This is an optimization exercise on Yosys and OpenROAD, whose aim is small area, a short achievable clock period and few clock cycles per item, not a production implementation.
At most, simulation tests tie the RTL to the original design; equivalence was not proved.

==> tundra: inputs <==
## hilo_md_unit
module hilo_md_unit #(
    parameter int DATA_W    = 32,
    parameter int DIV_CNT_W = 6
) (
    input  logic              cpu_clk_50M,
    input  logic              cpu_rst_n,
    input  logic              flush_i,
    input  logic              op_valid_i,
    output logic              op_ready_o,
    input  logic [2:0]        op_i,
    input  logic              sign_i,
    input  logic [DATA_W-1:0] src_a_i,
    input  logic [DATA_W-1:0] src_b_i,
    output logic [DATA_W-1:0] hi_o,
    output logic [DATA_W-1:0] lo_o,
    output logic              done_o
);
    localparam int c_w2  = 2 * DATA_W;
    localparam int DIV_K = 2;                        
    localparam int c_lzw = 6;                        
    localparam logic [2:0] c_op_mthi = 3'd1;
    localparam logic [2:0] c_op_mtlo = 3'd2;
    localparam logic [2:0] c_op_mult = 3'd3;
    localparam logic [2:0] c_op_madd = 3'd4;
    localparam logic [2:0] c_op_msub = 3'd5;
    localparam logic [2:0] c_op_div  = 3'd6;
    function automatic logic [1:0] fa(input logic x, input logic y, input logic z);
        fa = {(x & y) | (x & z) | (y & z), x ^ y ^ z};
    endfunction
  ...
Settings: LEC_CHECK=0, ABC_AREA=1, CAP_MARGIN=20, CORE_MARGIN=2, CORE_UTILIZATION=40, SETUP_SLACK_MARGIN=4, SLEW_MARGIN=20; clock period 14.0 ns.
run.sh (not shown) runs the stock make flow with config.mk's settings and CLKGATE_MAP_FILE= SYNTH_SCRIPT=/design/flow/synth_recipe.tcl, a recipe that flattens the netlist after the stock synthesis.
==> inputs of fjord, as changes to tundra <==
--- a/flow/design.v
+++ b/flow/design.v
@@ -13,44 +13,88 @@
     input  logic [DATA_W-1:0] src_a_i,
     input  logic [DATA_W-1:0] src_b_i,
     output logic [DATA_W-1:0] hi_o,
     output logic [DATA_W-1:0] lo_o,
     output logic              done_o
 );
     localparam int c_w2  = 2 * DATA_W;
-    localparam int DIV_K = 2;                        
-    localparam int c_lzw = 6;                        
+    localparam int DIV_K = 4;                        
     localparam logic [2:0] c_op_mthi = 3'd1;
     localparam logic [2:0] c_op_mtlo = 3'd2;
     localparam logic [2:0] c_op_mult = 3'd3;
     localparam logic [2:0] c_op_madd = 3'd4;
     localparam logic [2:0] c_op_msub = 3'd5;
     localparam logic [2:0] c_op_div  = 3'd6;
     function automatic logic [1:0] fa(input logic x, input logic y, input logic z);
-        fa = {(x & y) | (x & z) | (y & z), x ^ y ^ z};
+        fa = {(x & y) | ((x ^ y) & z), (x ^ y) ^ z};
     endfunction
     function automatic logic [1:0] ha(input logic x, input logic y);
         ha = {x & y, x ^ y};
     endfunction
-    function automatic logic [c_lzw-1:0] lzc(input logic [DATA_W-1:0] x);
-        lzc = c_lzw'(DATA_W);
-        for (int i = 0; i < DATA_W; i++) begin
-            if (x[i]) lzc = c_lzw'(DATA_W - 1 - i);
+    function automatic logic [5:0] lzc32(input logic [31:0] x);
+        logic [15:0]      v1;
+        logic [15:0]      c1;
+        logic [7:0]       v2;
+        logic [7:0][1:0]  c2;
+        logic [3:0]       v3;
+        logic [3:0][2:0]  c3;
+        logic [1:0]       v4;
+        logic [1:0][3:0]  c4;
+        for (int g = 0; g < 16; g++) begin
+            v1[g] = x[2*g+1] | x[2*g];
+            c1[g] = ~x[2*g+1];
         end
+        for (int g = 0; g < 8; g++) begin
+            v2[g] = v1[2*g+1] | v1[2*g];
+            c2[g] = v1[2*g+1] ? {1'b0, c1[2*g+1]} : {1'b1, c1[2*g]};
+        end
+        for (int g = 0; g < 4; g++) begin
+            v3[g] = v2[2*g+1] | v2[2*g];
+            c3[g] = v2[2*g+1] ? {1'b0, c2[2*g+1]} : {1'b1, c2[2*g]};
+        end
+        for (int g = 0; g < 2; g++) begin
+            v4[g] = v3[2*g+1] | v3[2*g];
+            c4[g] = v3[2*g+1] ? {1'b0, c3[2*g+1]} : {1'b1, c3[2*g]};
+        end
+        if (v4[1])      lzc32 = {2'b00, c4[1]};
+        else if (v4[0]) lzc32 = {2'b01, c4[0]};
+        else            lzc32 = 6'd32;
+    endfunction
+    function automatic logic low_mask(input logic [31:0] y);
+        low_mask = ~|(y[31:1] & ~y[30:0]);
     endfunction
     logic                 busy_q;
     logic                 done_q;
     logic [c_w2-1:0]      hl_s_q, hl_c_q;   
     logic [DATA_W-1:0]    quo_q;            
     logic [DATA_W-1:0]    rem_q;
     logic [DATA_W-1:0]    dvs_q;
     logic                 qneg_q, rneg_q;
-    logic [DIV_CNT_W-1:0] cnt_q;
+    logic [2:0]           cnt_q;            
     logic [c_w2-1:0]      w_hl;
-    assign w_hl       = hl_s_q + hl_c_q;
+    always_comb begin : hl_cpa
+        logic [c_w2-1:0] p, g, gg, pp;
+        p  = hl_s_q ^ hl_c_q;
+        g  = hl_s_q & hl_c_q;
+        gg = g;
+        pp = p;
+        for (int d = 1; d < c_w2; d = d * 2) begin
+            for (int i = 2 * d - 1; i < c_w2; i = i + 2 * d) begin
+                gg[i] = gg[i] | (pp[i] & gg[i-d]);
+                pp[i] = pp[i] & pp[i-d];
+            end
+        end
+        for (int d = c_w2 / 4; d >= 1; d = d / 2) begin
+            for (int i = 3 * d - 1; i < c_w2; i = i + 2 * d) begin
+                gg[i] = gg[i] | (pp[i] & gg[i-d]);
+                pp[i] = pp[i] & pp[i-d];
+            end
+        end
+        w_hl = p ^ {gg[c_w2-2:0], 1'b0};
+    end
     assign op_ready_o = ~busy_q;
     assign hi_o       = w_hl[c_w2-1:DATA_W];
     assign lo_o       = w_hl[DATA_W-1:0];
     assign done_o     = done_q;
     logic w_accept;
     assign w_accept = op_valid_i & ~busy_q & ~flush_i;
     logic              w_is_msub, w_use_acc;
@@ -720,32 +764,30 @@
     assign {t1238, t1237} = ha(t1228, t1235);
     assign {t1240, t1239} = fa(w_acc_s[63], w_acc_c[63], t1232);
     assign {t1242, t1241} = fa(~w_pp15[33], w_pp16[31], t1239);
     assign {t1244, t1243} = fa(t1234, t1241, t1236);
     assign w_tree_s = {t1238, t1237, t1222, t1221, t1202, t1201, t1178, t1177, t1150, t1149, t1118, t1117, t1082, t1081, t1042, t1041, t998, t997, t950, t949, t898, t897, t842, t841, t782, t781, t718, t717, t650, t614, t611, t544, t512, t480, t450, t420, t392, t364, t338, t312, t288, t264, t242, t220, t200, t180, t162, t144, t128, t112, t98, t84, t72, t60, t50, t40, t32, t24, t18, t12, t9, t4, w_pp0[1], t1};
     assign w_tree_c = {t1243, t1230, t1229, t1212, t1211, t1190, t1189, t1164, t1163, t1134, t1133, t1100, t1099, t1062, t1061, t1020, t1019, t974, t973, t924, t923, t870, t869, t812, t811, t750, t749, t684, t683, t649, t613, t577, t543, t511, t479, t449, t419, t391, t363, t337, t311, t287, t263, t241, t219, t199, t179, t161, t143, t127, t111, t97, t83, t71, t59, t49, t39, t31, t23, t17, t11, t7, t3, w_pp0[0]};
     logic              w_a_neg, w_b_neg, w_b_zero;
-    logic [DATA_W-1:0] w_a_mag, w_b_mag;
-    logic [c_lzw-1:0]  w_a_lz, w_b_lz;
-    logic [c_lzw:0]    w_nbits;         
-    logic              w_div_quick;     
-    logic [DIV_CNT_W-1:0] w_iters;      
-    logic [c_lzw-1:0]  w_skip;          
+    logic [DATA_W-1:0] w_a_ones, w_b_ones, w_a_mag, w_b_mag;
+    logic [6:0]        w_m;
+    logic              w_div_quick;
+    logic [4:0]        w_skip;
     logic [c_w2-1:0]   w_dvd_sh;
     assign w_a_neg  = sign_i & src_a_i[DATA_W-1];
     assign w_b_neg  = sign_i & src_b_i[DATA_W-1];
-    assign w_a_mag  = w_a_neg ? -src_a_i : src_a_i;
-    assign w_b_mag  = w_b_neg ? -src_b_i : src_b_i;
+    assign w_a_ones = src_a_i ^ {DATA_W{w_a_neg}};
+    assign w_b_ones = src_b_i ^ {DATA_W{w_b_neg}};
+    assign w_a_mag  = w_a_ones + DATA_W'(w_a_neg);
+    assign w_b_mag  = w_b_ones + DATA_W'(w_b_neg);
     assign w_b_zero = (src_b_i == '0);
-    assign w_a_lz   = lzc(w_a_mag);
-    assign w_b_lz   = lzc(w_b_mag);
-    assign w_div_quick = (w_a_lz > w_b_lz);
-    assign w_nbits  = {1'b0, w_b_lz} - {1'b0, w_a_lz} + (c_lzw+1)'(1);
-    assign w_iters  = DIV_CNT_W'((w_nbits + (c_lzw+1)'(DIV_K - 1)) / DIV_K);
-    assign w_skip   = c_lzw'(DATA_W - w_iters * DIV_K);
+    assign w_m      = 7'd31 + {1'b0, lzc32(w_a_ones)} - {1'b0, lzc32(w_b_ones)}
+                      - 7'(w_a_neg & low_mask(w_a_ones)) + 7'(w_b_neg & low_mask(w_b_ones));
+    assign w_div_quick = w_m[5];
+    assign w_skip   = {w_m[4:2], 2'b00};
     assign w_dvd_sh = {{DATA_W{1'b0}}, w_a_mag} << w_skip;
     logic [DATA_W-1:0] w_q_end, w_r_end;
     always_comb begin : div_steps
         logic [DATA_W:0]   sh, diff;
         logic [DATA_W-1:0] rem, quo;
         rem = rem_q;
         quo = quo_q;
@@ -813,19 +855,19 @@
             end
         end
     end
     always_ff @(posedge cpu_clk_50M) begin
         if (busy_q) begin
             rem_q <= w_r_end;
             quo_q <= w_q_end;
-            cnt_q <= cnt_q - DIV_CNT_W'(1);
+            cnt_q <= cnt_q - 3'd1;
         end else begin
             rem_q  <= w_dvd_sh[c_w2-1:DATA_W];
             quo_q  <= w_dvd_sh[DATA_W-1:0];
             dvs_q  <= w_b_mag;
             qneg_q <= w_a_neg ^ w_b_neg;
             rneg_q <= w_a_neg;
-            cnt_q  <= w_iters - DIV_CNT_W'(1);
+            cnt_q  <= ~w_m[4:2];
         end
     end
 endmodule
 `default_nettype wire
Settings changed: SETUP_SLACK_MARGIN 4 to 5.
==> notes <==
Against tundra, the cell area of fjord is higher by about 13%.
Against fjord, the register-to-register slack of tundra is better by 800 ps.
Between fjord and tundra, the lower via count is in tundra (gap 3.8%, measured against tundra).
First-iteration DRC count: tundra is larger than fjord (1.4%).
In tundra the clock skew is lower than in fjord, by 12 ps.
In tundra the setup slack is worse than in fjord, by 980 ps.
Synthesized area: tundra is smaller than fjord (3.5%).
Testbench counts of fjord, summed over its fixed seeds: cycles 14,682, ops 12,000.
Function not checked in tundra: the RTL went through the layout flow alone.

[afterwards: timing with drivers on the ports]
How much do the figures lean on ideal ports? The routed layouts below were timed once more, with nothing changed but the port constraints.
Step 1 sets driving cells, clkbuf_16 on the clock port and buf_2 on the other inputs (assumed; they add their load-dependent delay and slew).
Step 2 also shifts input and output timing later by t, the mid clock arrival at the registers, as if the neighbouring blocks saw the same clock.
Three values: ideal, step 1, step 2; two values: the first two.
| run | t, ns | slack for setup (ns) | worst data-port slew with drivers (ns) |
|---|---|---|---|
| tundra | 0.654 | 4.098 / 4.135 / 3.481 | 0.10 |
| fjord | 0.694 | 5.080 / 5.123 / 4.430 | 0.08 |
After both steps every run listed still meets setup and hold. For fjord, which loses most, drivers alone change the setup slack by +0.043 ns; drivers and shift together by -0.650 ns.
